Background: an optimization exercise with open tools, aiming at small area, a short achievable clock period and few clock cycles per item. Do not read the settings as production practice.
No run shown here included a check of the RTL's function; only the layout flow was run.
Power is estimated from default activity; no workload was simulated.

## run.sh

```bash
#!/bin/bash
# synth_recipe.tcl (not shown) runs the flow's synth.tcl, then flattens the netlist and writes it again
# the make line also repeats each setting of config.mk as NAME=value (left out here)
make -C /OpenROAD-flow-scripts/flow DESIGN_CONFIG=/design/flow/config.mk WORK_HOME=/design/flow/orfs CLKGATE_MAP_FILE= SYNTH_SCRIPT=/design/flow/synth_recipe.tcl finish
```

## config.mk

```make
export PLATFORM = sky130hd
export DESIGN_NAME = source_token_scanner
export DESIGN_NICKNAME = source_token_scanner
export VERILOG_FILES = /design/flow/design.v
export SDC_FILE = /design/flow/constraint.sdc
export NUM_CORES = 4
export LEC_CHECK = 0
export CAP_MARGIN = 20
export CORE_MARGIN = 2
export CORE_UTILIZATION = 40
export PLACE_DENSITY = 0.6
export SETUP_SLACK_MARGIN = 2.5
export SLEW_MARGIN = 20
```

## constraint.sdc

```tcl
create_clock -name core_clock -period 5.5 [get_ports {aclk}]
set_input_delay 1.1000 -clock core_clock [delete_from_list [all_inputs] [get_ports {aclk}]]
set_output_delay 1.1000 -clock core_clock [all_outputs]
set_load 0.01 [all_outputs]
```

## design.v

```verilog
package stt_pkg;
    localparam logic [4:0] KIND_EOF    = 5'd0;
    localparam logic [4:0] KIND_IDENT  = 5'd1;
    localparam logic [4:0] KIND_FUNC   = 5'd2;
    localparam logic [4:0] KIND_RETURN = 5'd3;
    localparam logic [4:0] KIND_INT    = 5'd4;
    localparam logic [4:0] KIND_LPAREN = 5'd5;
    localparam logic [4:0] KIND_RPAREN = 5'd6;
    localparam logic [4:0] KIND_COLON  = 5'd7;
    localparam logic [4:0] KIND_COMMA  = 5'd8;
    localparam logic [4:0] KIND_LBRACE = 5'd9;
    localparam logic [4:0] KIND_RBRACE = 5'd10;
    localparam logic [4:0] KIND_PLUS   = 5'd11;
    localparam logic [4:0] KIND_MINUS  = 5'd12;
    localparam logic [4:0] KIND_STAR   = 5'd13;
    localparam logic [4:0] KIND_SLASH  = 5'd14;
    localparam logic [4:0] KIND_ARROW  = 5'd15;
    localparam logic [4:0] KIND_EQEQ   = 5'd16;
endpackage
module source_token_scanner (
    input  logic        aclk,
    input  logic        aresetn,
    input  logic        s_valid,
    output logic        s_ready,
    input  logic [7:0]  s_char_code,
    input  logic        s_end_of_input,
    output logic        m_valid,
    input  logic        m_ready,
    output logic [4:0]  m_token_kind,
    output logic [31:0] m_start_pos,
    output logic [5:0]  m_token_length,
    output logic [30:0] m_int_value,
    output logic        m_leading_space,
    output logic        m_last_result
);
    localparam int PW = 18;
    localparam logic [7:0] CH_NEWLINE = 8'h0A;
    localparam logic [7:0] CH_LPAREN  = 8'h28;
    localparam logic [7:0] CH_RPAREN  = 8'h29;
    localparam logic [7:0] CH_STAR    = 8'h2A;
    localparam logic [7:0] CH_PLUS    = 8'h2B;
    localparam logic [7:0] CH_COMMA   = 8'h2C;
    localparam logic [7:0] CH_MINUS   = 8'h2D;
    localparam logic [7:0] CH_DOT     = 8'h2E;
    localparam logic [7:0] CH_SLASH   = 8'h2F;
    localparam logic [7:0] CH_COLON   = 8'h3A;
    localparam logic [7:0] CH_EQUALS  = 8'h3D;
    localparam logic [7:0] CH_GT      = 8'h3E;
    localparam logic [7:0] CH_LBRACE  = 8'h7B;
    localparam logic [7:0] CH_RBRACE  = 8'h7D;
    localparam logic [3:0] KW_NONE   = 4'd0;
    localparam logic [3:0] KW_F      = 4'd1;    
    localparam logic [3:0] KW_FU     = 4'd2;    
    localparam logic [3:0] KW_FUN    = 4'd3;    
    localparam logic [3:0] KW_FUNC   = 4'd4;    
    localparam logic [3:0] KW_R      = 4'd5;    
    localparam logic [3:0] KW_RE     = 4'd6;    
    localparam logic [3:0] KW_RET    = 4'd7;    
    localparam logic [3:0] KW_RETU   = 4'd8;    
    localparam logic [3:0] KW_RETUR  = 4'd9;    
    localparam logic [3:0] KW_RETURN = 4'd10;   
    localparam logic [3:0] KW_SLASH  = 4'd11;   
    localparam logic [3:0] KW_MINUS  = 4'd12;   
    localparam logic [3:0] KW_EQ     = 4'd13;   
    function automatic logic is_space(input logic [7:0] ch);
        is_space = ch == 8'h20 || (ch >= 8'h09 && ch <= 8'h0D);
    endfunction
    logic        skv_q;
    logic [7:0]  skc_q;
    logic        ske_q;
    logic        srdy_q;
    logic        h1v_q;
    logic [7:0]  h1c_q;
    logic        h1e_q;
    logic        h0v_q;
    logic [7:0]  h0_q;
    logic [PW-1:0] pos_q;
    logic        comment_q;
    logic        space_q;
    logic        in_word_q;
    logic        digits_q;
    logic [3:0]  kw_q;
    logic [PW-1:0] start_q;
    logic [5:0]  len_q;
    logic [30:0] acc_q;
    logic [4:0]  kind_q;
    logic        lead_q;
    logic        last_q;
    logic        pend_q;
    logic        eofp_q;
    assign s_ready         = srdy_q;
    assign m_valid         = pend_q;
    assign m_token_kind    = kind_q;
    assign m_start_pos     = {{(32 - PW){1'b0}}, start_q};
    assign m_token_length  = len_q;
    assign m_int_value     = acc_q;
    assign m_leading_space = lead_q;
    assign m_last_result   = last_q;
    logic       take;
    logic [7:0] c;
    logic [7:0] la;
    logic       la_end;
    assign take   = s_valid && srdy_q;
    assign c      = h0_q;
    assign la     = h1c_q;
    assign la_end = h1e_q;
    logic h0_space;
    logic starts_word;
    logic touch;
    logic go_free;    
    logic go_ready;   
    logic busy;
    logic go;
    logic scan;
    logic ld_word;
    logic ld_first;
    logic eof_load;
    logic h1_load;
    logic skv_n;
    assign h0_space    = is_space(c);
    assign starts_word = !comment_q && !in_word_q && !h0_space;
    assign touch       = !comment_q && (in_word_q || !h0_space);
    assign go_free     = h1v_q && (la_end ? (!eofp_q && !pend_q)
                                          : (!h0v_q || (!eofp_q && (!starts_word || !pend_q))));
    assign go_ready    = h1v_q && !eofp_q && pend_q && (la_end || (h0v_q && starts_word));
    assign busy        = pend_q && !m_ready;
    assign go          = go_free || (go_ready && m_ready);
    assign scan        = go && h0v_q;
    assign ld_word     = scan && touch;
    assign ld_first    = scan && starts_word;
    assign eof_load    = eofp_q && !busy;
    assign h1_load     = !h1v_q || go;
    assign skv_n       = skv_q ? !go : (take && !h1_load);
    logic        c_digit;
    logic [3:0]  d;
    logic [5:0]  len_n;
    logic [3:0]  kw_n;
    logic        digits_n;
    logic        cmt_start;
    logic        la_gt;
    logic        la_slash;
    logic        ends;
    logic        found;
    logic [4:0]  kind;
    assign c_digit = c >= 8'h30 && c <= 8'h39;
    assign d       = c[3:0];
    assign len_n   = !in_word_q ? 6'd1 : (len_q == 6'd32) ? 6'd32 : len_q + 6'd1;
    always_comb begin
        kw_n = KW_NONE;
        if (!in_word_q) begin
            case (c)
                8'h66:     kw_n = KW_F;
                8'h72:     kw_n = KW_R;
                CH_SLASH:  kw_n = KW_SLASH;
                CH_MINUS:  kw_n = KW_MINUS;
                CH_EQUALS: kw_n = KW_EQ;
                default:   kw_n = KW_NONE;
            endcase
        end else begin
            case (kw_q)
                KW_F:     if (c == 8'h75) kw_n = KW_FU;
                KW_FU:    if (c == 8'h6E) kw_n = KW_FUN;
                KW_FUN:   if (c == 8'h63) kw_n = KW_FUNC;
                KW_R:     if (c == 8'h65) kw_n = KW_RE;
                KW_RE:    if (c == 8'h74) kw_n = KW_RET;
                KW_RET:   if (c == 8'h75) kw_n = KW_RETU;
                KW_RETU:  if (c == 8'h72) kw_n = KW_RETUR;
                KW_RETUR: if (c == 8'h6E) kw_n = KW_RETURN;
                default:  kw_n = KW_NONE;
            endcase
        end
    end
    assign digits_n = (!in_word_q || digits_q) && c_digit;
    logic        acc_keep;
    logic        acc_fresh;
    logic [2:0]  lo_sum;
    logic        hi_cin;
    logic [28:0] hi_sum;
    logic [30:0] prod;
    logic        ovf;
    logic [30:0] acc_n;
    assign acc_keep  = in_word_q && digits_q && c_digit;
    assign acc_fresh = !in_word_q && c_digit;
    assign lo_sum    = {1'b0, acc_q[1:0]} + {1'b0, d[2:1]};
    assign hi_cin    = lo_sum[2] | d[3];
    assign hi_sum    = {acc_q[29:2], 1'b1} + {acc_q[27:0], hi_cin};
    assign prod      = {hi_sum[28:1], lo_sum[1:0], d[0]};
    assign ovf       = acc_q > 31'd214748364 || (acc_q == 31'd214748364 && d >= 4'd8);
    assign acc_n     = acc_keep ? (ovf ? 31'h7FFF_FFFF : prod)
                                : (acc_fresh ? 31'(d) : 31'd0);
    assign cmt_start = in_word_q && kw_q == KW_SLASH && c == CH_SLASH;
    assign la_gt     = !la_end && la == CH_GT;
    assign la_slash  = !la_end && la == CH_SLASH;
    assign ends      = la_end || is_space(la) ||
                       la == CH_COMMA || la == CH_DOT || la == CH_LPAREN ||
                       la == CH_RPAREN || la == CH_LBRACE || la == CH_RBRACE ||
                       la == CH_COLON || la == CH_MINUS;
    always_comb begin
        found = 1'b0;
        kind  = stt_pkg::KIND_IDENT;
        case (c)
            CH_LPAREN: begin found = 1'b1; kind = stt_pkg::KIND_LPAREN; end
            CH_RPAREN: begin found = 1'b1; kind = stt_pkg::KIND_RPAREN; end
            CH_COLON:  begin found = 1'b1; kind = stt_pkg::KIND_COLON;  end
            CH_COMMA:  begin found = 1'b1; kind = stt_pkg::KIND_COMMA;  end
            CH_LBRACE: begin found = 1'b1; kind = stt_pkg::KIND_LBRACE; end
            CH_RBRACE: begin found = 1'b1; kind = stt_pkg::KIND_RBRACE; end
            CH_PLUS:   begin found = 1'b1; kind = stt_pkg::KIND_PLUS;   end
            CH_STAR:   begin found = 1'b1; kind = stt_pkg::KIND_STAR;   end
            CH_MINUS: begin
                if (!la_gt) begin found = 1'b1; kind = stt_pkg::KIND_MINUS; end
            end
            CH_SLASH: begin
                if (!la_slash) begin found = 1'b1; kind = stt_pkg::KIND_SLASH; end
            end
            CH_GT: begin
                if (in_word_q && kw_q == KW_MINUS) begin
                    found = 1'b1; kind = stt_pkg::KIND_ARROW;
                end
            end
            CH_EQUALS: begin
                if (in_word_q && kw_q == KW_EQ) begin
                    found = 1'b1; kind = stt_pkg::KIND_EQEQ;
                end
            end
            default: begin
            end
        endcase
        if (!found && ends) begin
            found = 1'b1;
            if (kw_n == KW_FUNC) begin
                kind = stt_pkg::KIND_FUNC;
            end else if (kw_n == KW_RETURN) begin
                kind = stt_pkg::KIND_RETURN;
            end else if (digits_n) begin
                kind = stt_pkg::KIND_INT;
            end else begin
                kind = stt_pkg::KIND_IDENT;
            end
        end
        if (cmt_start) begin
            found = 1'b0;
        end
    end
    logic tok;   
    assign tok = ld_word && found;
    always_ff @(posedge aclk) begin
        if (ld_first || eof_load) begin
            start_q <= pos_q;
        end
        if (eof_load) begin
            len_q   <= 6'd0;
            acc_q   <= 31'd0;
            kind_q  <= stt_pkg::KIND_EOF;
            lead_q  <= 1'b0;
            last_q  <= 1'b1;
        end else if (ld_word) begin
            len_q   <= len_n;
            acc_q   <= acc_n;
            kind_q  <= kind;
            lead_q  <= space_q && digits_n;
            last_q  <= !la_end;
        end
        if (ld_word) begin
            kw_q     <= kw_n;
            digits_q <= digits_n;
        end
        if (go && !la_end) begin
            h0_q <= la;
        end
        if (h1_load) begin
            h1c_q <= skv_q ? skc_q : s_char_code;
            h1e_q <= skv_q ? ske_q : s_end_of_input;
        end
        if (!skv_q) begin
            skc_q <= s_char_code;
            ske_q <= s_end_of_input;
        end
    end
    always_ff @(posedge aclk) begin
        if (!aresetn) begin
            skv_q     <= 1'b0;
            srdy_q    <= 1'b1;
            h1v_q     <= 1'b0;
            h0v_q     <= 1'b0;
            pos_q     <= '0;
            comment_q <= 1'b0;
            space_q   <= 1'b0;
            in_word_q <= 1'b0;
            pend_q    <= 1'b0;
            eofp_q    <= 1'b0;
        end else begin
            skv_q  <= skv_n;
            srdy_q <= !skv_n;
            if (h1_load) begin
                h1v_q <= skv_q || take;
            end
            pend_q <= busy || tok || eof_load;
            if (eof_load) begin
                eofp_q <= 1'b0;
                pos_q  <= '0;
            end
            if (scan) begin
                pos_q <= pos_q + PW'(1);
                if (comment_q) begin
                    if (c == CH_NEWLINE) begin
                        comment_q <= 1'b0;
                        space_q   <= 1'b0;
                    end
                end else if (!in_word_q && h0_space) begin
                    space_q <= 1'b1;
                end else if (cmt_start) begin
                    comment_q <= 1'b1;
                    in_word_q <= 1'b0;
                end else if (found) begin
                    space_q   <= 1'b0;
                    in_word_q <= 1'b0;
                end else begin
                    in_word_q <= 1'b1;
                end
            end
            if (go) begin
                if (la_end) begin
                    h0v_q     <= 1'b0;
                    comment_q <= 1'b0;
                    space_q   <= 1'b0;
                    in_word_q <= 1'b0;
                    eofp_q    <= 1'b1;
                end else begin
                    h0v_q <= 1'b1;
                end
            end
        end
    end
endmodule
```

==> out/metrics.cfg, run 1 <==
[power_and_ir_drop]
pwr-share-clk_pct=44.5
p_per_area_nw_per_um2=252
seqPwrFrac_pct=44.8
swShare_pct=25.0
p_int_mw=1.72
power_frac_comb_pct=10.7
p_total_mw=2.29
netSwitchingPower_mw=0.574
leakage_nw=3.49
ir_drop_uv=226

[clock_network]
cts.clk_slew.worst_paths_ns=0.06
clk_latency_ns=0.41
cts_max_path_buffers=2
cts_tree=built
cts_buffers=17
htreeDepth=4
clock_tree.root_cell=clkbuf_16
cts.sinks=120

[final_layout]
n_fill_cell=1705
fin_cells=1145
layout-drive-gt1-share_pct=11.6
finish.utilization_pct=50.7
layout_commonest_cell=a21oi_1
final_nets=949
register_area_um2=2800
final_area_um2=9080
synthToLayoutAreaGrowth_pct=24.8
multiInputGateArea_um2=4390
diodes=0
mostFrequentLayoutCells=82 x a21oi_1, 79 x dfxtp_1, 76 x clkdlybuf4s50_1, 71 x nor2_1, 62 x nand2_1

[sta]
setup_viol=0
skew_ns=0.0132
worst_slack_ns=2.38
maxSlewHeadroom_pct=52.9
fin_crit_ns=3.12
report.final.slew_viol_count=0
hold_viol_final=0
rsz0062_at_grt=yes
worstMarginPinSlew_ns=0.704
tns_ns=0
min_period_over_period_pct=56.7
holdWs_ns=0.459
fmax_ghz=0.321

[yosys]
synth_seq_area_share_pct=38.5
synth_top_area_share_pct=22.0
synthMuxAreaShare_pct=1.84
ys_warn_count=1
ys_types=78
synth-simple-area-share_pct=22.5
synthAdderAreaFrac_pct=5.88
synth_area_um2=7270
synth_area_per_cell_um2=8.76
syn_inst=830
synth-edff-count=40
synth_top_family_by_area=simple AND/OR/NAND/NOR gates
synth-seq-cells=120
async_reset_ff_share_pct=0
synth_area_leaders=dfxtp_1 22%, edfxtp_1 17%, a21oi_1 5.8%
synth_compound_area_share_pct=22.4
synth_xor_area_share_pct=3.73
synth_top_area_cell=dfxtp_1
synthFlopType=dfxtp_1

[global_routing]
grt_overflow=0
antenna_found_initial=0
grt_usage_pct=19.8
grt_start_max_net_pins=30
grt_pass1_wl_um=31400
grt_pass1_vias=6169

[min_path]
min_path_type=reg -> reg
hold_start=pos_q[17]$_SDFFE_PN0P_
hold_depth=0
min_delay_worst_endpoint=start_q[17]$_DFFE_PP_

[place]
place_congestion=0.846
dp_slack_ns=1.74
dpl-instance-area_um2=8170
place_inst=1101
hpwlAfterDp_um=13300
io_buffers=76

[routing]
vias=6528
ant_nets=0
wl_um=19100
drt-vias-per-instance=5.70
drc=0
drt_iter0_drc=457
routedWlPerCell_um=16.7
first_pass_iters=5

[critical_path]
rrSetupSlack_ns=2.38
cp.arrival_ns=3.43
crit-reg2reg-launch=h0_q[1]$_DFFE_PP_
cpMostUsedCell=fa_2
crit_fanout=4
critPathTopFamily=compound AO/OA/AOI/OAI gates
cp_num_buf_inv=4
crit_required_ns=5.81
crit_path_end_kind=flip-flop
rr_worst_depth=16
worst_path_max_delay_cell=edfxtp_1
path_class=reg -> reg
critPathLaunchType=flip-flop
max_stage_delay_ns=0.38
r2r_end=acc_q[22]$_SDFFE_PP0P_
crit_chain=buf_8 > ha_4 > inv_2 > fa_2 > nor2b_4 > fa_2 > nand2b_4 > a21o_4 > a211oi_4 > o31ai_4 > a21oi_2 > buf_6 > buf_4 > xnor2_1 > a21oi_1 > a21o_1

[floorplanning]
initial_core_util_pct=40.6
pin_count=91
chipWidth_um=139
die_h_um=139
std_cell_rows=49
fp.dieArea_um2=19300
core_area_um2=17900

[job]
maxCapViolCount=0

[run_status]
status=no timing/DRC/antenna violations

worst max path at each step:
stage,from,to,slack (ns),depth (start not counted)
finish,h0_q[1]$_DFFE_PP_,acc_q[22]$_SDFFE_PP0P_,2.38,16
global route,h0_q[1]$_DFFE_PP_,acc_q[28]$_SDFFE_PP0P_,2.26,15
CTS,h0_q[1]$_DFFE_PP_,acc_q[30]$_SDFFE_PP0P_,2.40,15
detailed placement,m_ready,acc_q[26]$_SDFFE_PP0P_,1.74,8
global placement,m_ready,acc_q[26]$_SDFFE_PP0P_,1.72,8
floorplan,h0_q[2]$_DFFE_PP_,acc_q[28]$_SDFFE_PP0P_,2.51,14
area by class of cell:
type                       instances  area share, %
inverter                          24           1.03
tap                              229           3.16
clock inverter                    13           1.19
timing repair buffer              94           10.6
sequential                       120           30.9
multi-input combinational        646           48.3
clock buffer                      19           4.88
flip-flops by register name (all words and copies together), names as in the netlist, 4 cells and up:
signal   count
acc_q       31
pos_q       18
start_q     18
h0_q         8
h1c_q        8
skc_q        8
len_q        6
kind_q       5
kw_q         4
what timing repair did:
action	in CTS	in global routing
cloned	1	0
gates resized for setup	32	14
endpoints found under the setup margin	73	60
pin swaps	12	11
setup buffers	6	5
hold buffers	0	0
layer usage:
| metal | global-route usage [%] | wire (um) |
|---|---|---|
| met1 | 26.3 | 8750 |
| met2 | 32.5 | 8950 |
| met3 | 3.56 | 1020 |
| met4 | 7.18 | 368 |
| met5 | 0 | 0 |
cell families after synthesis:
family / after synthesis
flip-flops: 120
other: 1
XOR/XNOR: 31
buffers and inverters: 77
adder cells (fa/ha/maj): 33
multiplexers: 12
AO/OA/AOI/OAI: 252
AND/OR/NAND/NOR: 304
power by group through the flow:
stage | clock network, mW | logic [mW] | registers, mW
global placement | 0 | 0.222 | 1.04
detailed placement | 0 | 0.223 | 1.04
global route | 1.08 | 0.270 | 1.03
finish | 1.02 | 0.246 | 1.03
CTS | 1.04 | 0.239 | 1.03
floorplan | 0 | 0.138 | 1.03
synthesized netlist by cell type, types with 7 or more instances:
cell,count
a21oi_1,85
dfxtp_1,80
nor2_1,73
nand2_1,62
o21ai_0,50
edfxtp_1,40
ha_1,31
a21o_1,27
nand3_1,27
inv_1,24
clkbuf_1,22
and3_1,19
xor2_1,19
buf_4,16
nor2b_1,16
nand4_1,15
nor3_1,14
buf_2,12
xnor2_1,12
a211oi_1,11
mux2_2,11
nand2b_1,8
nor4_1,8
o211ai_1,8
a31oi_1,7
nand3b_1,7
nor4b_1,7
or3_1,7
worst reg2reg max path, delay by kind of cell, from the launching register on:
kind            cells  cell delay [ns]
buf+inv             4             0.42
simple gates        2             0.29
fa+ha+maj           3             0.78
flops               1             0.38
xor+xnor            1             0.10
compound gates      6             1.03
==> run 2: changes to the inputs <==
--- a/config.mk
+++ b/config.mk
@@ -9,5 +9,5 @@
 export CORE_MARGIN = 2
 export CORE_UTILIZATION = 40
 export PLACE_DENSITY = 0.6
-export SETUP_SLACK_MARGIN = 2.5
+export SETUP_SLACK_MARGIN = 3.0
 export SLEW_MARGIN = 20
==> run 2 against run 1 <==
Compared with the run above:
- clock skew shrank 0.0049 ns
- first-iteration DRC count grew 0.22%
- clock power grew 12%
- die area is the same
- synthesized area is the same
- synthesized cell count is the same
- sequential share of layout area shrank 1.8 points
- non-clock buffer count grew 35
- sequential power is essentially flat
- wire length grew 5.8%
- critical path type unchanged
- largest cell class unchanged
- largest power group is now the clock network
==> out/metrics.cfg, run 2 <==
[routing]
ant_nets=0  ; unchanged
routedWlPerCell_um=17.1  ; was 16.7 um
drt-vias-per-instance=5.70  ; about the same
vias=6732  ; was 6528
drc=0  ; unchanged
first_pass_iters=5  ; unchanged
wl_um=20200  ; was 19100 um
drt_iter0_drc=458  ; was 457

[yosys]
synthMuxAreaShare_pct=1.84  ; unchanged
synth_top_area_share_pct=22.0  ; unchanged
synth-edff-count=40  ; unchanged
yosysMostFrequentCell=a21oi_1  ; unchanged
synth-simple-area-share_pct=22.5  ; unchanged
synth_commonest_cells=85 x a21oi_1, 80 x dfxtp_1, 73 x nor2_1  ; unchanged
synth_compound_area_share_pct=22.4  ; unchanged
async_reset_ff_share_pct=0  ; unchanged
synth_area_leaders=dfxtp_1 22%, edfxtp_1 17%, a21oi_1 5.8%  ; unchanged
synth_top_area_cell=dfxtp_1  ; unchanged
ys_warn_count=1  ; unchanged
synthAdderAreaFrac_pct=5.88  ; unchanged
ys_types=78  ; unchanged
synthFlopType=dfxtp_1  ; unchanged
synth_seq_area_share_pct=38.5  ; unchanged
synth_area_per_cell_um2=8.76  ; unchanged
synth-seq-cells=120  ; unchanged
synth_area_um2=7270  ; unchanged
synth_top_family_by_area=simple AND/OR/NAND/NOR gates  ; unchanged
syn_inst=830  ; unchanged
synth_xor_area_share_pct=3.73  ; unchanged

[power_and_ir_drop]
p_per_area_nw_per_um2=249  ; was 252 nW/um2
p_total_mw=2.43  ; was 2.29 mW
leakage_nw=3.95  ; was 3.49 nW
ir_drop_uv=228  ; was 226 uV

[critical_path]
crit_required_ns=5.82  ; was 5.81 ns
crit_fanout=4  ; unchanged
critPathLaunch=h0_q[1]$_DFFE_PP_  ; unchanged
cp.arrival_ns=3.40  ; was 3.43 ns
crit_path_end_kind=flip-flop  ; unchanged
path_class=reg -> reg  ; unchanged
critPathLaunchType=flip-flop  ; unchanged
crit-reg2reg-launch=h0_q[1]$_DFFE_PP_  ; unchanged

[global_routing]
grt_usage_pct=20.6  ; was 19.8%
grt_pass1_vias=6479  ; was 6169
grt_start_max_net_pins=31  ; was 30
antenna_found_initial=0  ; unchanged
grt_pass1_wl_um=32700  ; was 31400 um
grt_overflow=0  ; unchanged

[final_layout]
synthToLayoutAreaGrowth_pct=34.5  ; was 24.8%
biggestRegsByFlops=acc_q x31, pos_q x18, start_q x18  ; unchanged
layout_commonest_cell=a21oi_1  ; unchanged
largest_reg_flops=31  ; unchanged
finish.utilization_pct=54.6  ; was 50.7%
diodes=0  ; unchanged
layout-drive-gt1-share_pct=22.8  ; was 11.6%
top_register=acc_q  ; unchanged
final_area_um2=9780  ; was 9080 um2
final_nets=987  ; was 949
mostFrequentLayoutCells=79 x a21oi_1, 69 x nor2_1, 63 x clkdlybuf4s50_1, 62 x nand2_1, 47 x dfxtp_1  ; was 82 x a21oi_1, 79 x dfxtp_1, 76 x clkdlybuf4s50_1, 71 x nor2_1, 62 x nand2_1

[clock_network]
cts_tree=built  ; unchanged
postCtsHoldBufs=0  ; unchanged
clk_latency_ns=0.41  ; about the same
clock_tree.root_cell=clkbuf_16  ; unchanged
cts_buffers=17  ; unchanged
cts_max_path_buffers=2  ; unchanged
htreeDepth=4  ; unchanged
cts.sinks=120  ; unchanged
cts.clk_slew.worst_paths_ns=0.05  ; was 0.06 ns

[place]
place_congestion=0.858  ; was 0.846
io_buffers=76  ; unchanged
dpl-instance-area_um2=8220  ; was 8170 um2
hpwlAfterDp_um=13300  ; about the same
dp_slack_ns=1.54  ; was 1.74 ns

[run_status]
status=no timing/DRC/antenna violations  ; unchanged

[floorplanning]
std_cell_rows=49  ; unchanged
chipWidth_um=139  ; unchanged
die_h_um=139  ; unchanged
fp.dieArea_um2=19300  ; unchanged
initial_core_util_pct=40.6  ; unchanged
pin_count=91  ; unchanged
core_area_um2=17900  ; unchanged

[sta]
setup_viol=0  ; unchanged
min_period_over_period_pct=55.9  ; was 56.7%
rsz0062_at_grt=yes  ; unchanged
maxSlewHeadroom_pct=48.8  ; was 52.9%
fin_crit_ns=3.08  ; was 3.12 ns
worst_slack_ns=2.42  ; was 2.38 ns
report.final.slew_viol_count=0  ; unchanged
tns_ns=0  ; unchanged
skew_ns=0.00829  ; was 0.0132 ns
worstMarginPinSlew_ns=0.761  ; was 0.704 ns
hold_viol_final=0  ; unchanged
fmax_ghz=0.325  ; was 0.321 GHz

[min_path]
min_path_type=reg -> reg  ; unchanged
hold_start=pos_q[17]$_SDFFE_PN0P_  ; unchanged

[job]
maxCapViolCount=0  ; unchanged

-- run 2: cell counts after synthesis --
Identical to the previous run, type by type.
-- run 2: routing by layer --
metal | track usage, % | vias to the layer above | share of wire [%]
met2 | 33.6 | 207 | 47
li1 | - | 3308 | -
met4 | 8.19 | 0 | 2.4
met3 | 3.31 | 38 | 4.1
met5 | 0 | - | 0
met1 | 27.4 | 3179 | 46
-- run 2: repair_timing --
action,CTS,global route
gates resized for setup,94,50
buffers inserted,39,12
pin swaps,23,31
endpoints found under the setup margin,143,118
cloned,3,0
-- run 2: report_power, final --
part           leakage (nW)  switching [mW]  total [mW]  internal (mW)
Combinational          2.62           0.135       0.264          0.129
Sequential             1.04          0.0551        1.03          0.971
Clock                 0.285           0.389        1.14          0.753
Total                  3.95           0.579        2.43           1.85
-- run 2: path summary, 6_finish.rpt --
| path | cells past startpoint | to | slack, ns |
|---|---|---|---|
| setup reg to reg | 14 | acc_q[30]$_SDFFE_PP0P_ | 2.42 |
| hold / removal | 0 | start_q[17]$_DFFE_PP_ | 0.46 |
| hold reg to reg | 0 | start_q[17]$_DFFE_PP_ | 0.46 |
| setup / recovery | 14 | acc_q[30]$_SDFFE_PP0P_ | 2.42 |
-- run 2: layout make-up --
class                   count  area [um2]
clock inverters            12         178
clock buffers              19         433
well taps                 229         287
flip-flops and latches    120        2850
multi-input cells         649        4700
inverters                  24        96.3
fillers                  1626        8120
repair buffers            129        1240
-- run 2: cells by family after synthesis --
family                   count (synthesis)
adder cells (fa/ha/maj)                 33
multiplexers                            12
AND/OR/NAND/NOR                        304
AO/OA/AOI/OAI                          252
XOR/XNOR                                31
flip-flops                             120
buffers and inverters                   77
other                                    1
-- run 2: worst max-delay path: stages, from the launching register on --
cell      delay, ns
edfxtp_1       0.41
ha_2           0.20
inv_2          0.04
fa_2           0.35
nor2b_4        0.14
fa_2           0.34
nand2b_4       0.15
a21o_1         0.20
a211oi_4       0.30
o31ai_4        0.13
a21oi_2        0.15
buf_6          0.15
o221ai_2       0.10
xnor2_1        0.13
a211oi_1       0.19
-- run 2: per-stage QoR --
| stage | hold WS (ns) | instances |
|---|---|---|
| CTS | 0.462 | 1170 |
| floorplan | 0.425 | 843 |
| finish | 0.459 | 1182 |
| global placement | 0.446 | 1097 |
| detailed placement | 0.447 | 1097 |
| global route | 0.476 | 1182 |
==> run 3: changes to the inputs <==
--- a/config.mk
+++ b/config.mk
@@ -7,7 +7,7 @@
 export LEC_CHECK = 0
 export CAP_MARGIN = 20
 export CORE_MARGIN = 2
-export CORE_UTILIZATION = 40
-export PLACE_DENSITY = 0.6
-export SETUP_SLACK_MARGIN = 3.0
+export CORE_UTILIZATION = 60
+export PLACE_DENSITY = 0.75
+export SETUP_SLACK_MARGIN = 2.5
 export SLEW_MARGIN = 20
==> run 3 against run 2 <==
Compared with the run above:
- still clean
- cell count is 10% lower
- wire length is 2.5% lower
- maximum frequency is 1.6% lower
- hold slack better by 0.015 ns
- power is 5.5% lower
- synthesized cell count stayed put
- setup slack worse by 0.050 ns
- sequential cell count stayed put
- sequential share of layout area is 2.6 points higher
- die area is 32% lower
- first-iteration DRC count is 50% higher
- via count is 1.7% higher
- highest routed layer unchanged
==> out/metrics.cfg, run 3 <==
[yosys]
synth_area_leaders=dfxtp_1 22%, edfxtp_1 17%, a21oi_1 5.8%  ; unchanged
synthFlopType=dfxtp_1  ; unchanged
ys_warn_count=1  ; unchanged
synth_top_area_share_pct=22.0  ; unchanged
async_reset_ff_share_pct=0  ; unchanged
synth_seq_area_share_pct=38.5  ; unchanged
synth_commonest_cells=85 x a21oi_1, 80 x dfxtp_1, 73 x nor2_1  ; unchanged
synth_area_per_cell_um2=8.76  ; unchanged
yosysMostFrequentCell=a21oi_1  ; unchanged
synth_top_area_cell=dfxtp_1  ; unchanged
ys_types=78  ; unchanged
synth-seq-cells=120  ; unchanged
synth_area_um2=7270  ; unchanged
syn_inst=830  ; unchanged
synth-edff-count=40  ; unchanged

[routing]
drt-vias-per-instance=6.46  ; was 5.70
routedWlPerCell_um=18.6  ; was 17.1 um
drc=0  ; unchanged
drt_iter0_drc=687  ; was 458
ant_nets=0  ; unchanged
vias=6849  ; was 6732
first_pass_iters=5  ; unchanged
wl_um=19700  ; was 20200 um

[clock_network]
cts_max_path_buffers=2  ; unchanged
cts_tree=built  ; unchanged
clock_tree.root_cell=clkbuf_16  ; unchanged
cts.sinks=120  ; unchanged
cts.clk_slew.worst_paths_ns=0.06  ; was 0.05 ns
cts_buffers=17  ; unchanged
postCtsHoldBufs=0  ; unchanged
htreeDepth=4  ; unchanged
clk_latency_ns=0.41  ; about the same

[final_layout]
layout-drive-gt1-share_pct=11.2  ; was 22.8%
final_nets=947  ; was 987
layout_commonest_cell=a21oi_1  ; unchanged
mostFrequentLayoutCells=83 x a21oi_1, 79 x dfxtp_1, 76 x clkdlybuf4s50_1, 71 x nor2_1, 62 x nand2_1  ; was 79 x a21oi_1, 69 x nor2_1, 63 x clkdlybuf4s50_1, 62 x nand2_1, 47 x dfxtp_1
biggestRegsByFlops=acc_q x31, pos_q x18, start_q x18  ; unchanged
top_register=acc_q  ; unchanged
synthToLayoutAreaGrowth_pct=21.7  ; was 34.5%
diodes=0  ; unchanged
largest_reg_flops=31  ; unchanged
finish.utilization_pct=74.3  ; was 54.6%

[power_and_ir_drop]
p_int_mw=1.70  ; was 1.85 mW
netSwitchingPower_mw=0.598  ; was 0.579 mW
pwr-share-clk_pct=45.0  ; was 47.0%
swShare_pct=26.0  ; was 23.8%
power_frac_comb_pct=10.3  ; was 10.9%
leakage_nw=3.45  ; was 3.95 nW
ir_drop_uv=216  ; was 228 uV
seqPwrFrac_pct=44.7  ; was 42.2%
p_per_area_nw_per_um2=260  ; was 249 nW/um2

[critical_path]
crit_path_end_kind=flip-flop  ; unchanged
critPathLaunchType=flip-flop  ; unchanged
path_class=reg -> reg  ; unchanged
crit_fanout=4  ; unchanged
crit_required_ns=5.82  ; about the same
cp.arrival_ns=3.45  ; was 3.40 ns
crit-reg2reg-launch=h0_q[1]$_DFFE_PP_  ; unchanged
critPathLaunch=h0_q[1]$_DFFE_PP_  ; unchanged
rr_worst_depth=14  ; unchanged

[sta]
hold_viol_final=0  ; unchanged
setup_viol=0  ; unchanged
rsz0062_at_grt=yes  ; unchanged
fmax_ghz=0.320  ; was 0.325 GHz
worstMarginPinSlew_ns=0.715  ; was 0.761 ns
min_period_over_period_pct=56.9  ; was 55.9%
tns_ns=0  ; unchanged
fin_crit_ns=3.13  ; was 3.08 ns
report.final.slew_viol_count=0  ; unchanged
skew_ns=0.00770  ; was 0.00829 ns
maxSlewHeadroom_pct=51.9  ; was 48.8%

[place]
io_buffers=76  ; unchanged
place_congestion=0.944  ; was 0.858
hpwlAfterDp_um=13400  ; was 13300 um

[global_routing]
use_met2_pct=51.4  ; was 33.6%
grt_pass1_wl_um=32200  ; was 32700 um
grtUsageMet1_pct=38.9  ; was 27.4%
antenna_found_initial=0  ; unchanged
grt_pass1_vias=6523  ; was 6479
grt_usage_pct=30.7  ; was 20.6%
top_usage_layer=met2  ; unchanged
grt_overflow=0  ; unchanged
grt_start_max_net_pins=39  ; was 31
grtUsageMet3_pct=6.14  ; was 3.31%

[floorplanning]
std_cell_rows=40  ; was 49
pin_count=91  ; unchanged
fp.dieArea_um2=13000  ; was 19300 um2
initial_core_util_pct=61.1  ; was 40.6%
chipWidth_um=114  ; was 139 um
die_h_um=114  ; was 139 um
core_area_um2=11900  ; was 17900 um2

[min_path]
hold_start=skc_q[4]$_DFF_P_  ; was pos_q[17]$_SDFFE_PN0P_
hold_depth=1  ; was 0
min_path_type=reg -> reg  ; unchanged

[run_status]
status=no timing/DRC/antenna violations  ; unchanged

[job]
maxCapViolCount=0  ; unchanged

run 3: cell counts after synthesis:
Identical to the previous run, type by type.
run 3: final cells by class:
class                   instances  area, um2
clock buffers                  20        468
clock inverters                12       90.1
fillers                       875       3060
inverters                      24       90.1
multi-input cells             646       4320
flip-flops and latches        120       2810
well taps                     147        184
repair buffers                 92        888
run 3: power by group through the flow:
stage	Clock, mW	Sequential (mW)	Combinational [mW]
after floorplan	0	1.03	0.138
after global placement	0	1.04	0.212
after detailed placement	0	1.05	0.216
after CTS	1.04	1.02	0.232
after global routing	1.08	1.03	0.257
final	1.04	1.03	0.237
run 3: logic make-up after synthesis:
kind of cell / after synthesis / synth area share [%]
adder cells (fa/ha/maj): 33 / 5.88
AO/OA/AOI/OAI: 252 / 22.4
multiplexers: 12 / 1.84
AND/OR/NAND/NOR: 304 / 22.5
flip-flops: 120 / 38.5
buffers and inverters: 77 / 5.01
other: 1 / 0.0516
XOR/XNOR: 31 / 3.73
run 3: through the flow:
| stage | cell area [um2] | cells | hold slack [ns] | total power [mW] | setup slack, ns |
|---|---|---|---|---|---|
| 3_3_place_gp | 8060 | 1018 | 0.442 | 1.26 | 1.85 |
| 4_1_cts | 8770 | 1057 | 0.478 | 2.30 | 2.45 |
| 5_1_grt | 8850 | 1061 | 0.491 | 2.37 | 2.28 |
| 6_report | 8850 | 1061 | 0.474 | 2.30 | 2.37 |
| 3_5_place_dp | 8060 | 1018 | 0.461 | 1.26 | 1.78 |
| 2_1_floorplan | 7360 | 843 | 0.425 | 1.17 | 2.51 |
run 3: final timing paths:
| path | slack, ns | to |
|---|---|---|
| worst max-delay path | 2.37 | acc_q[30]$_SDFFE_PP0P_ |
| worst min-delay path | 0.47 | skc_q[4]$_DFF_P_ |
| worst max register to register | 2.37 | acc_q[30]$_SDFFE_PP0P_ |
| worst min register to register | 0.47 | skc_q[4]$_DFF_P_ |
run 3: per-layer routing:
| metal | vias up | wire [um] | share of wire (%) |
|---|---|---|---|
| li1 | 3218 | - | - |
| met1 | 3195 | 7830 | 40 |
| met2 | 363 | 9820 | 50 |
| met3 | 73 | 1470 | 7.5 |
| met4 | 0 | 571 | 2.9 |
| met5 | - | 0 | 0 |
run 3: timing repair:
| item | CTS | global route |
|---|---|---|
| pin swaps | 11 | 4 |
| gates resized for setup | 23 | 11 |
| endpoints found under the setup margin | 63 | 42 |
| buffers inserted | 7 | 4 |
run 3: worst max-delay path, cell delays in order (launching register included):
cell	delay, ns
edfxtp_1	0.43
ha_2	0.21
inv_2	0.04
fa_2	0.32
nor2b_4	0.14
fa_2	0.39
nand2b_4	0.15
a21o_1	0.22
a211oi_4	0.29
o31ai_4	0.13
a21oi_2	0.15
buf_6	0.15
o221ai_2	0.09
xnor2_1	0.14
a211oi_1	0.20
==> run 4: changes to the inputs <==
--- a/config.mk
+++ b/config.mk
@@ -9,5 +9,5 @@
 export CORE_MARGIN = 2
 export CORE_UTILIZATION = 60
 export PLACE_DENSITY = 0.75
-export SETUP_SLACK_MARGIN = 2.5
+export SETUP_SLACK_MARGIN = 2.0
 export SLEW_MARGIN = 20
==> run 4 against run 3 <==
Compared with the run above:
- sequential power barely moved
- cell count fell by 0.75%
- power rose by 4.4%
- maximum frequency fell by 7.9%
- final area fell by 0.99%
- critical path depth did not move
- non-clock buffer count fell by 9
- die area did not move
- still clean on timing, DRC and antenna
- synthesized cell count did not move
- setup slack got worse by 0.27 ns
- via count fell by 0.35%
==> out/metrics.cfg, run 4 <==
[place]
place_inst=1018  ; unchanged
place_congestion=0.935  ; was 0.944
dp_slack_ns=1.21  ; was 1.78 ns
io_buffers=76  ; unchanged
hpwlAfterDp_um=13800  ; was 13400 um
dpl-instance-area_um2=8040  ; was 8060 um2

[power_and_ir_drop]
p_per_area_nw_per_um2=274  ; was 260 nW/um2
leakage_nw=3.41  ; was 3.45 nW
ir_drop_uv=239  ; was 216 uV

[final_layout]
mostFrequentLayoutCells=82 x a21oi_1, 79 x dfxtp_1, 76 x clkdlybuf4s50_1, 71 x nor2_1, 62 x nand2_1  ; was 83 x a21oi_1, 79 x dfxtp_1, 76 x clkdlybuf4s50_1, 71 x nor2_1, 62 x nand2_1
diodes=0  ; unchanged
fin_cells=1053  ; was 1061
layout-drive-gt1-share_pct=9.16  ; was 11.2%
finish.utilization_pct=73.6  ; was 74.3%
largest_reg_flops=31  ; unchanged
final_area_um2=8760  ; was 8850 um2
biggestRegsByFlops=acc_q x31, pos_q x18, start_q x18  ; unchanged
layout_commonest_cell=a21oi_1  ; unchanged
synthToLayoutAreaGrowth_pct=20.5  ; was 21.7%
top_register=acc_q  ; unchanged
final_nets=939  ; was 947

[sta]
report.final.slew_viol_count=0  ; unchanged
hold_viol_final=0  ; unchanged
maxSlewHeadroom_pct=44.5  ; was 51.9%
tns_ns=0  ; unchanged
fin_crit_ns=3.40  ; was 3.13 ns
worstMarginPinSlew_ns=0.825  ; was 0.715 ns
rsz0062_at_grt=yes  ; unchanged
fmax_ghz=0.295  ; was 0.320 GHz
min_period_over_period_pct=61.7  ; was 56.9%
setup_viol=0  ; unchanged
skew_ns=0.00787  ; was 0.00770 ns
worst_slack_ns=2.10  ; was 2.37 ns

[floorplanning]
chipWidth_um=114  ; unchanged
std_cell_rows=40  ; unchanged
pin_count=91  ; unchanged
die_h_um=114  ; unchanged
initial_core_util_pct=61.1  ; unchanged
fp.dieArea_um2=13000  ; unchanged
core_area_um2=11900  ; unchanged

[critical_path]
path_class=reg -> reg  ; unchanged
max_stage_delay_ns=0.44  ; was 0.43 ns
critPathLaunchType=flip-flop  ; unchanged
crit_path_end_kind=flip-flop  ; unchanged
crit_chain=buf_12 > inv_1 > fa_1 > nor2b_1 > fa_2 > nand2b_1 > a21o_1 > a211oi_2 > o31ai_4 > a21oi_2 > buf_4 > a2111oi_2 > xor2_1 > a211oi_1  ; was ha_2 > inv_2 > fa_2 > nor2b_4 > fa_2 > nand2b_4 > a21o_1 > a211oi_4 > o31ai_4 > a21oi_2 > buf_6 > o221ai_2 > xnor2_1 > a211oi_1
worst_path_max_delay_cell=fa_1  ; was edfxtp_1
crit_fanout=19  ; was 4
cp.arrival_ns=3.72  ; was 3.45 ns
rrSetupSlack_ns=2.10  ; was 2.37 ns
crit_required_ns=5.82  ; about the same

[clock_network]
clock_tree.root_cell=clkbuf_16  ; unchanged
cts_max_path_buffers=2  ; unchanged
cts_buffers=17  ; unchanged
cts_tree=built  ; unchanged
clk_latency_ns=0.41  ; about the same
cts.clk_slew.worst_paths_ns=0.06  ; about the same
htreeDepth=4  ; unchanged
cts.sinks=120  ; unchanged

[routing]
ant_nets=0  ; unchanged
wl_um=19700  ; about the same
first_pass_iters=6  ; was 5
drt_iter0_drc=815  ; was 687
drc=0  ; unchanged
drt-vias-per-instance=6.48  ; was 6.46
routedWlPerCell_um=18.8  ; was 18.6 um
vias=6825  ; was 6849

[min_path]
min_path_type=reg -> reg  ; unchanged

[global_routing]
grt_pass1_wl_um=31700  ; was 32200 um
grt_pass1_vias=6465  ; was 6523
grt_overflow=0  ; unchanged
grt_start_max_net_pins=40  ; was 39
grt_usage_pct=30.2  ; was 30.7%
antenna_found_initial=0  ; unchanged

[yosys]
yosysMostFrequentCell=a21oi_1  ; unchanged
synth_commonest_cells=85 x a21oi_1, 80 x dfxtp_1, 73 x nor2_1  ; unchanged
async_reset_ff_share_pct=0  ; unchanged
synth_area_leaders=dfxtp_1 22%, edfxtp_1 17%, a21oi_1 5.8%  ; unchanged
synth_area_per_cell_um2=8.76  ; unchanged
synth_area_um2=7270  ; unchanged
ys_warn_count=1  ; unchanged
synth-edff-count=40  ; unchanged
synth_top_area_share_pct=22.0  ; unchanged
synthFlopType=dfxtp_1  ; unchanged
synth_seq_area_share_pct=38.5  ; unchanged
ys_types=78  ; unchanged
synth_top_area_cell=dfxtp_1  ; unchanged
syn_inst=830  ; unchanged
synth-seq-cells=120  ; unchanged

[job]
maxCapViolCount=0  ; unchanged

[run_status]
status=no timing/DRC/antenna violations  ; unchanged

==> run 4: cell counts after synthesis <==
Identical to the previous run, type by type.
==> run 4: area by class of cell <==
class                           count  area [um2]
Fill cell                         880        3150
Clock buffer                       17         425
Timing Repair Buffer               83         826
Tap cell                          147         184
Multi-Input combinational cell    647        4250
Clock inverter                     15         189
Sequential cell                   120        2800
Inverter                           24        90.1
==> run 4: metrics by stage <==
step           power (mW)  hold slack, ns
6_report             2.40           0.470
5_1_grt              2.47           0.483
4_1_cts              2.40           0.471
3_3_place_gp         1.26           0.442
2_1_floorplan        1.17           0.425
3_5_place_dp         1.27           0.448
==> run 4: where the power goes <==
part / switching [mW] / internal [mW] / leakage [nW]
clock: 0.419 / 0.721 / 0.296
combinational: 0.125 / 0.110 / 2.09
sequential: 0.0554 / 0.971 / 1.02
total: 0.599 / 1.80 / 3.41
==> run 4: routing by layer <==
metal	track usage [%]	vias to the layer above	share of wire (%)
li1	-	3212	-
met5	0	-	0
met4	10.8	0	2.7
met2	49.8	321	48
met1	39.5	3246	42
met3	6.25	46	7.3
==> run 4: final timing paths <==
check / to / start / cells after the start
max: acc_q[28]$_SDFFE_PP0P_ / h0_q[2]$_DFFE_PP_ / 14
min reg2reg: skc_q[0]$_DFF_P_ / skc_q[0]$_DFF_P_ / 1
max reg2reg: acc_q[28]$_SDFFE_PP0P_ / h0_q[2]$_DFFE_PP_ / 14
min: skc_q[0]$_DFF_P_ / skc_q[0]$_DFF_P_ / 1
==> run 4: cells by family (layout without fill, tap and decap cells) <==
family,after synthesis,after routing,share of synthesized area (%)
xor+xnor,31,31,3.73
compound gates,252,253,22.4
fa+ha+maj,33,33,5.88
other cells,1,14,0.0516
flops,120,120,38.5
buf+inv,77,139,5.01
mux,12,12,1.84
simple gates,304,304,22.5
==> run 4: repair_timing <==
action | 4_1_cts | 5_1_grt
gates cloned | 0 | 1
endpoints found under the hold margin | 0 | 0
setup buffers | 1 | 1
hold buffers | 0 | 0
pin swaps | 1 | 4
endpoints found under the setup margin | 15 | 29
gates resized for setup | 4 | 13
==> run 4: critical path, delay by kind of cell (launching register included) <==
kind / cells / cell delay [ns]
flops: 1 / 0.38
compound gates: 6 / 1.16
buf+inv: 3 / 0.43
fa+ha+maj: 2 / 0.82
simple gates: 2 / 0.35
xor+xnor: 1 / 0.15

## separate check: timing with driven ports
The results above use ideal ports. As a check the final layouts listed here were re-extracted and re-timed, cells and wires unchanged.
Step 1 assumes that a clkbuf_16 drives the clock port and a buf_2 every other input.
Step 2 times the ports against the registers' clock, not the clock port: input delays grow and output delays shrink by t, the midpoint of the rising clock arrivals with the driver on.
Three values: no drivers, after step 1, after step 2; two values: the first two.
run	t (ns)	slack for setup (ns)	clock arrival spread, ns
run 1	0.449	2.381 / 2.381 / 2.179	0.016 / 0.016
run 2	0.448	2.423 / 2.423 / 2.423	0.008 / 0.009
run 3	0.448	2.373 / 2.373 / 2.140	0.009 / 0.009
run 4	0.445	2.105 / 2.105 / 1.764	0.009 / 0.009
After both steps every run listed still meets setup and hold. For run 4, which loses most, drivers alone change the setup slack by 0.000 ns; drivers and shift together by -0.341 ns.
